Context: an optimization exercise on an open-source flow, tuned for small area. The choices shown serve that exercise and are no tape-out recipe.
In this exercise RTL edits were held to simulation tests only and were not proved equivalent to the original.
Power figures rest on the tool's default switching activity, not on a simulated workload.

==> delta: inputs <==
==> flow/design.v <==
`default_nettype none
package noc_pkg;
	typedef logic [7:0] byte_t;
	typedef logic [7:0] node_id_t;    
	typedef logic [2:0] len_code_t;   
	typedef logic [1:0] alen_code_t;  
	typedef logic [1:0] rc_t;
	typedef enum logic [2:0] {
		CMD_NOP   = 3'd0,
		CMD_READ  = 3'd1,
		CMD_WRITE = 3'd2
	} cmd_e;
	typedef struct packed {
		alen_code_t alen;
		len_code_t  dlen;
		cmd_e       cmd;
	} noc_hdr_t;
	typedef enum logic {
		RESP_WRITE,
		RESP_ERROR
	} resp_kind_e;
	typedef struct packed {
		resp_kind_e kind;
		rc_t        rc;
		node_id_t   dest;
		node_id_t   src;
		byte_t      length;  
	} resp_req_t;
	localparam rc_t RC_OK      = 2'd0;
	localparam rc_t RC_DROPPED = 2'd2;
	localparam logic [5:0] HDR_WRITE_RESP = 6'd4;
	localparam byte_t      HDR_ERROR_MSG  = 8'd5;
	localparam byte_t      MSG_ADDR       = 8'h42;
	localparam byte_t      MSG_ERR_ID     = 8'h03;
	function automatic logic [7:0] decode_alen(input logic [1:0] code);
		decode_alen = 8'd1 << code;
	endfunction
	function automatic logic [7:0] decode_dlen(input logic [2:0] code);
		decode_dlen = 8'd1 << code;
	endfunction
endpackage
`default_nettype wire
`default_nettype none
package perm_pkg;
	localparam int LANE_BYTES = 8;
	localparam int LANES_DEFAULT = 25;
	typedef logic [LANE_BYTES*8-1:0] lane_t;
	typedef logic [LANE_BYTES-1:0][7:0] lane_bytes_t;
endpackage
`default_nettype wire
`timescale 1ns/1ps
`default_nettype none
module len_counter #(
	parameter int WIDTH = 8
) (
	input  wire              clk,
	input  wire              rst,
	input  wire              load,
	input  wire [WIDTH-1:0]  load_value,
	input  wire              step,
	output logic [WIDTH-1:0] count,
	output logic             last
);
	always_ff @(posedge clk or posedge rst) begin
		if (rst) begin
			count <= '0;
		end else if (load) begin
			count <= load_value;  
		end else if (step && count != '0) begin
			count <= count - 1'b1;
		end
	end
	assign last = (count == WIDTH'(1));
endmodule
`default_nettype wire
`timescale 1ns/1ps
`default_nettype none
module noc_rx_fsm
(
	input  wire        clk,
	input  wire        rst,
	input  wire        noc_to_dev_ctl,
	input  wire noc_pkg::byte_t noc_to_dev_data,
	input  wire        field_last,
	output logic       field_load,
	output noc_pkg::byte_t      field_count,
	output logic       field_step,
	input  wire        buf_full,
	output logic       wr_en,
	output noc_pkg::byte_t      wr_byte,
	output logic       resp_valid,
	output noc_pkg::resp_req_t  resp
);
	typedef enum logic [2:0] {
		ST_IDLE,
		ST_DEST,
		ST_SRC,
		ST_ADDR,
		ST_DATA
	} rx_state_e;
	rx_state_e state;
	noc_pkg::noc_hdr_t  hdr_in;
	noc_pkg::noc_hdr_t  hdr_q;
	noc_pkg::node_id_t  dest_id;
	noc_pkg::node_id_t  src_id;
	noc_pkg::byte_t     acc_cnt;    
	noc_pkg::byte_t     acc_next;
	logic      drop_seen;
	logic      drop_next;
	logic      id_zero;
	assign hdr_in  = noc_pkg::noc_hdr_t'(noc_to_dev_data);
	assign id_zero = (noc_to_dev_data == '0);
	assign field_load  = (state == ST_SRC && !id_zero) || (state == ST_ADDR && field_last);
	assign field_count = (state == ST_ADDR) ? noc_pkg::decode_dlen(hdr_q.dlen) : noc_pkg::decode_alen(hdr_q.alen);
	assign field_step  = (state == ST_ADDR || state == ST_DATA) && !field_load;
	assign wr_en   = (state == ST_DATA);
	assign wr_byte = noc_to_dev_data;
	assign acc_next  = buf_full ? acc_cnt : acc_cnt + 1'b1;
	assign drop_next = drop_seen || buf_full;
	always_ff @(posedge clk or posedge rst) begin
		if (rst) begin
			state      <= ST_IDLE;
			hdr_q      <= '0;
			dest_id    <= '0;
			src_id     <= '0;
			acc_cnt    <= '0;
			drop_seen  <= 1'b0;
			resp_valid <= 1'b0;
		end else begin
			resp_valid <= 1'b0;
			case (state)
				ST_IDLE: begin
					if (noc_to_dev_ctl && hdr_in.cmd == noc_pkg::CMD_WRITE) begin
						hdr_q     <= hdr_in;
						acc_cnt   <= '0;
						drop_seen <= 1'b0;
						state     <= ST_DEST;
					end
				end
				ST_DEST: begin
					dest_id <= noc_to_dev_data;
					if (id_zero) begin
						resp_valid <= 1'b1;  
						state      <= ST_IDLE;
					end else begin
						state <= ST_SRC;
					end
				end
				ST_SRC: begin
					src_id <= noc_to_dev_data;
					if (id_zero) begin
						resp_valid <= 1'b1;
						state      <= ST_IDLE;
					end else begin
						state <= ST_ADDR;
					end
				end
				ST_ADDR: begin
					if (field_last)
						state <= ST_DATA;  
				end
				ST_DATA: begin
					acc_cnt   <= acc_next;
					drop_seen <= drop_next;
					if (field_last) begin
						resp_valid <= 1'b1;
						state      <= ST_IDLE;
					end
				end
				default: state <= ST_IDLE;
			endcase
		end
	end
	always_ff @(posedge clk) begin
		if (state == ST_DEST && id_zero) begin
			resp.kind   <= noc_pkg::RESP_ERROR;
			resp.rc     <= noc_pkg::RC_OK;
			resp.dest   <= noc_to_dev_data;
			resp.src    <= src_id;
			resp.length <= '0;
		end else if (state == ST_SRC && id_zero) begin
			resp.kind   <= noc_pkg::RESP_ERROR;
			resp.rc     <= noc_pkg::RC_OK;
			resp.dest   <= dest_id;
			resp.src    <= noc_to_dev_data;
			resp.length <= '0;
		end else if (state == ST_DATA && field_last) begin
			resp.kind   <= noc_pkg::RESP_WRITE;
			resp.rc     <= drop_next ? noc_pkg::RC_DROPPED : noc_pkg::RC_OK;
			resp.dest   <= src_id;
			resp.src    <= dest_id;
			resp.length <= acc_next;
		end
	end
endmodule
`default_nettype wire
`timescale 1ns/1ps
`default_nettype none
module state_buffer
#(
	parameter int LANES = perm_pkg::LANES_DEFAULT,
	localparam int LANE_W = $clog2(LANES + 1)
) (
	input  wire              clk,
	input  wire              rst,
	input  wire              wr_en,
	input  wire noc_pkg::byte_t       wr_byte,
	output logic             full,
	output logic             drain_load,
	output logic             drain_step,
	input  wire [LANE_W-1:0] lane_count,
	input  wire              stopin,
	output logic             pushin,
	output logic             firstin,
	output perm_pkg::lane_t            din
);
	localparam int TOTAL  = LANES * perm_pkg::LANE_BYTES;
	localparam int FILL_W = $clog2(TOTAL + 1);
	noc_pkg::byte_t    col [perm_pkg::LANE_BYTES][LANES];  
	perm_pkg::lane_t   head;
	logic [FILL_W-1:0] fill;
	logic              accept;
	logic              draining;
	logic              shift;
	assign full   = (fill == FILL_W'(TOTAL));
	assign accept = wr_en && !full;
	assign drain_load = accept && (fill == FILL_W'(TOTAL - 1));  
	assign draining   = full && (lane_count != '0);
	assign drain_step = draining && !stopin;
	assign shift = drain_step && (lane_count != LANE_W'(LANES));
	always_ff @(posedge clk) begin
		for (int c = 0; c < perm_pkg::LANE_BYTES; c++) begin
			if (shift || (accept && fill[2:0] == 3'(c))) begin
				for (int p = 0; p < LANES - 1; p++)
					col[c][p] <= col[c][p + 1];
				col[c][LANES - 1] <= wr_byte;
			end
		end
	end
	always_comb begin
		for (int b = 0; b < perm_pkg::LANE_BYTES; b++)
			head[8*b +: 8] = col[b][0];
	end
	always_ff @(posedge clk or posedge rst) begin
		if (rst) begin
			fill <= '0;
		end else if (accept) begin
			fill <= fill + 1'b1;
		end else if (drain_step && lane_count == LANE_W'(1)) begin
			fill <= '0;  
		end
	end
	always_ff @(posedge clk or posedge rst) begin
		if (rst) begin
			pushin  <= 1'b0;
			firstin <= 1'b0;
		end else begin
			pushin  <= drain_step;
			firstin <= drain_step && (lane_count == LANE_W'(LANES));
		end
	end
	assign din = pushin ? head : '0;
endmodule
`default_nettype wire
`timescale 1ns/1ps
`default_nettype none
module noc_resp_tx
(
	input  wire            clk,
	input  wire            rst,
	input  wire            resp_valid,
	input  wire noc_pkg::resp_req_t resp,
	output logic           noc_from_dev_ctl,
	output noc_pkg::byte_t          noc_from_dev_data
);
	typedef enum logic {
		TX_IDLE,
		TX_BODY
	} tx_state_e;
	tx_state_e  state;
	noc_pkg::resp_req_t  req;
	logic [2:0] idx;       
	logic [2:0] last_idx;
	noc_pkg::byte_t      hdr_byte;
	noc_pkg::byte_t      body_byte;
	assign last_idx = (req.kind == noc_pkg::RESP_ERROR) ? 3'd4 : 3'd3;
	assign hdr_byte = (resp.kind == noc_pkg::RESP_ERROR) ? noc_pkg::HDR_ERROR_MSG : {resp.rc, noc_pkg::HDR_WRITE_RESP};
	always_comb begin
		case (idx)
			3'd1:    body_byte = req.dest;
			3'd2:    body_byte = req.src;
			3'd3:    body_byte = (req.kind == noc_pkg::RESP_ERROR) ? noc_pkg::MSG_ADDR : req.length;
			default: body_byte = noc_pkg::MSG_ERR_ID;
		endcase
	end
	always_ff @(posedge clk) begin
		if (resp_valid)
			req <= resp;
	end
	always_ff @(posedge clk or posedge rst) begin
		if (rst) begin
			state             <= TX_IDLE;
			idx               <= '0;
			noc_from_dev_ctl  <= 1'b0;
			noc_from_dev_data <= '0;
		end else begin
			case (state)
				TX_IDLE: begin
					if (resp_valid) begin
						noc_from_dev_ctl  <= 1'b1;  
						noc_from_dev_data <= hdr_byte;
						idx               <= 3'd1;
						state             <= TX_BODY;
					end else begin
						noc_from_dev_ctl  <= 1'b0;
						noc_from_dev_data <= '0;
					end
				end
				TX_BODY: begin
					noc_from_dev_ctl  <= 1'b0;
					noc_from_dev_data <= body_byte;
					idx               <= idx + 1'b1;
					if (idx == last_idx)
						state <= TX_IDLE;
				end
				default: state <= TX_IDLE;
			endcase
		end
	end
endmodule
`default_nettype wire
`timescale 1ns/1ps
`default_nettype none
module noc_perm_bridge
#(
	parameter int LANES = perm_pkg::LANES_DEFAULT
) (
	input  wire        clk,
	input  wire        rst,
	input  wire        noc_to_dev_ctl,
	input  wire [7:0]  noc_to_dev_data,
	output logic       noc_from_dev_ctl,
	output logic [7:0] noc_from_dev_data,
	output logic       pushin,
	output logic       firstin,
	output logic [63:0] din,
	input  wire        stopin
);
	localparam int LANE_W = $clog2(LANES + 1);
	logic              field_load;
	logic              field_step;
	logic              field_last;
	noc_pkg::byte_t             field_count;
	logic              wr_en;
	noc_pkg::byte_t             wr_byte;
	logic              buf_full;
	logic              resp_valid;
	noc_pkg::resp_req_t         resp;
	logic              drain_load;
	logic              drain_step;
	logic [LANE_W-1:0] lane_count;
	noc_rx_fsm u_rx (
		.clk             (clk),
		.rst             (rst),
		.noc_to_dev_ctl  (noc_to_dev_ctl),
		.noc_to_dev_data (noc_to_dev_data),
		.field_last      (field_last),
		.field_load      (field_load),
		.field_count     (field_count),
		.field_step      (field_step),
		.buf_full        (buf_full),
		.wr_en           (wr_en),
		.wr_byte         (wr_byte),
		.resp_valid      (resp_valid),
		.resp            (resp)
	);
	len_counter #(.WIDTH(8)) u_field (
		.clk        (clk),
		.rst        (rst),
		.load       (field_load),
		.load_value (field_count),
		.step       (field_step),
		.count      (),
		.last       (field_last)
	);
	len_counter #(.WIDTH(LANE_W)) u_lane (
		.clk        (clk),
		.rst        (rst),
		.load       (drain_load),
		.load_value (LANE_W'(LANES)),
		.step       (drain_step),
		.count      (lane_count),
		.last       ()
	);
	state_buffer #(.LANES(LANES)) u_buf (
		.clk        (clk),
		.rst        (rst),
		.wr_en      (wr_en),
		.wr_byte    (wr_byte),
		.full       (buf_full),
		.drain_load (drain_load),
		.drain_step (drain_step),
		.lane_count (lane_count),
		.stopin     (stopin),
		.pushin     (pushin),
		.firstin    (firstin),
		.din        (din)
	);
	noc_resp_tx u_tx (
		.clk               (clk),
		.rst               (rst),
		.resp_valid        (resp_valid),
		.resp              (resp),
		.noc_from_dev_ctl  (noc_from_dev_ctl),
		.noc_from_dev_data (noc_from_dev_data)
	);
endmodule
`default_nettype wire
==> flow/run.sh <==
#!/bin/bash
# synth_recipe.tcl (not shown) runs the flow's synth.tcl, then flattens the netlist and writes it again
# the make line also repeats each setting of config.mk as NAME=value (left out here)
make -C /OpenROAD-flow-scripts/flow DESIGN_CONFIG=/design/flow/config.mk WORK_HOME=/design/flow/orfs CLKGATE_MAP_FILE= SYNTH_SCRIPT=/design/flow/synth_recipe.tcl finish
==> flow/config.mk <==
export PLATFORM = sky130hd
export DESIGN_NAME = noc_perm_bridge
export DESIGN_NICKNAME = noc_perm_bridge
export VERILOG_FILES = /design/flow/design.v
export SDC_FILE = /design/flow/constraint.sdc
export NUM_CORES = 4
export LEC_CHECK = 0
export CAP_MARGIN = 20
export CORE_MARGIN = 2
export CORE_UTILIZATION = 40
export SLEW_MARGIN = 20
==> flow/constraint.sdc <==
create_clock -name core_clock -period 5.0 [get_ports {clk}]
set_input_delay 1.0000 -clock core_clock [delete_from_list [all_inputs] [get_ports {clk}]]
set_output_delay 1.0000 -clock core_clock [all_outputs]
set_load 0.01 [all_outputs]
==> umber (differences from delta) <==
==> flow/design.v, changed modules only <==
module state_buffer
#(
	parameter int LANES = perm_pkg::LANES_DEFAULT,
	localparam int LANE_W = $clog2(LANES + 1)
) (
	input  wire              clk,
	input  wire              rst,
	input  wire              wr_en,
	input  wire noc_pkg::byte_t       wr_byte,
	output logic             full,
	output logic             drain_load,
	output logic             drain_step,
	input  wire [LANE_W-1:0] lane_count,
	input  wire              stopin,
	output logic             pushin,
	output logic             firstin,
	output perm_pkg::lane_t            din
);
	localparam int TOTAL  = LANES * perm_pkg::LANE_BYTES;
	localparam int FILL_W = $clog2(TOTAL + 1);
	noc_pkg::byte_t    mem [TOTAL];  
	perm_pkg::lane_t   lane_rd;
	logic [FILL_W-1:0] fill;
	logic [LANE_W-1:0] lane_idx;
	logic              accept;
	logic              draining;
	assign full   = (fill == FILL_W'(TOTAL));
	assign accept = wr_en && !full;
	assign drain_load = accept && (fill == FILL_W'(TOTAL - 1));  
	assign draining   = full && (lane_count != '0);
	assign drain_step = draining && !stopin;
	assign lane_idx   = LANE_W'(LANES) - lane_count;
	always_comb begin
		for (int b = 0; b < perm_pkg::LANE_BYTES; b++)
			lane_rd[8*b +: 8] = mem[lane_idx * perm_pkg::LANE_BYTES + b];
	end
	always_ff @(posedge clk) begin
		if (accept)
			mem[fill] <= wr_byte;
	end
	always_ff @(posedge clk or posedge rst) begin
		if (rst) begin
			fill <= '0;
		end else if (accept) begin
			fill <= fill + 1'b1;
		end else if (drain_step && lane_count == LANE_W'(1)) begin
			fill <= '0;  
		end
	end
	always_ff @(posedge clk or posedge rst) begin
		if (rst) begin
			pushin  <= 1'b0;
			firstin <= 1'b0;
			din     <= '0;
		end else begin
			pushin  <= drain_step;
			firstin <= drain_step && (lane_count == LANE_W'(LANES));
			din     <= drain_step ? lane_rd : '0;
		end
	end
endmodule
==> notes <==
- Against umber, the synthesized cell count of delta is smaller by about 40%.
- Against delta, the area after synthesis of umber is higher by about 27%.
- Between umber and delta, the lower cell count is in delta (gap 40%, measured against delta).
- In delta the register-to-register slack is higher than in umber, by 0.20 ns.
- In umber the power is higher than in delta, by 32%.
- Between delta and umber, the lower setup slack is in umber (gap 0.20 ns).
- In umber the design area is larger than in delta, by about 24%.
- Between delta and umber, the lower sequential share of layout area is in umber (gap 13 points).
- Between delta and umber, the lower via count is in delta (gap about 43%, measured against umber).
==> figures <==
                                                                            delta                      umber
WL/cell                                                                14.4 microns               28.0 microns
Routed WL                                                            62,600 microns            170,000 microns
Filler cells                                                                  10.8k                      14.4k
Clock network contribution to total cell area                                 8.30%                      7.03%
Layout buffer count excluding clock buffers                                     142                        168
Run status                                                           finished clean             finished clean
Proportion of final cell area spent on non-clock buffers                      2.37%                      2.03%
Floorplan die area                                                    138,000 sq um              176,000 sq um
Slowest cell on the critical path                           sky130_fd_sc_hd__a21o_4    sky130_fd_sc_hd__nor2_1
Via count                                                                     19.2k                      33.9k
Startpoint of the lowest-slack register-to-register path  u_buf.fill[0]$_DFFE_PP0P_  u_rx.state[0]$_DFFE_PP0P_
Detail-routed via count per cell                                               4.42                       5.57
Max frequency                                                               277 MHz                    262 MHz
Core region area                                                      135,000 sq um              171,000 sq um
Final critical delay including setup and external delays                    3.61 ns                    3.81 ns
Proportion of total power due to net switching                                19.7%                      27.9%
Synth Area in Compound Gates                                                  1.83%                      3.82%
Global routing met1 resource utilization                                      11.8%                      26.8%
Crit path setup slack, layout                                               1.39 ns                    1.19 ns
Vertical die dimension                                                  372 microns                419 microns

[what the ideal ports hide]
No port has a modelled driver above. Below, the same layouts with a new extraction and two added sets of constraints. Step 1 sets driving cells, clkbuf_16 on the clock port and buf_2 on the other inputs (assumed; they add their load-dependent delay and slew). Step 2, shift: input delay + t, output delay - t, t = (earliest + latest rising clock arrival at the registers) / 2. This alone moves slack from input paths to output paths. Three values: no drivers, after step 1, after step 2; two values: the first two.
run | shift t [ns] | setup WS [ns] | worst hold slack (ns) | worst register clock-pin slew, ns | worst data-port slew with drivers (ns)
delta | 0.792 | 1.388 / 1.388 / 1.129 | 0.391 / 0.391 / 0.391 | 0.07 / 0.07 | 0.06
umber | 0.863 | 1.188 / 1.188 / 1.154 | 0.414 / 0.414 / 0.414 | 0.07 / 0.07 | 0.07
After both steps every run listed still meets setup and hold. For delta, which loses most, drivers alone change the setup slack by 0.000 ns; drivers and shift together by -0.259 ns.
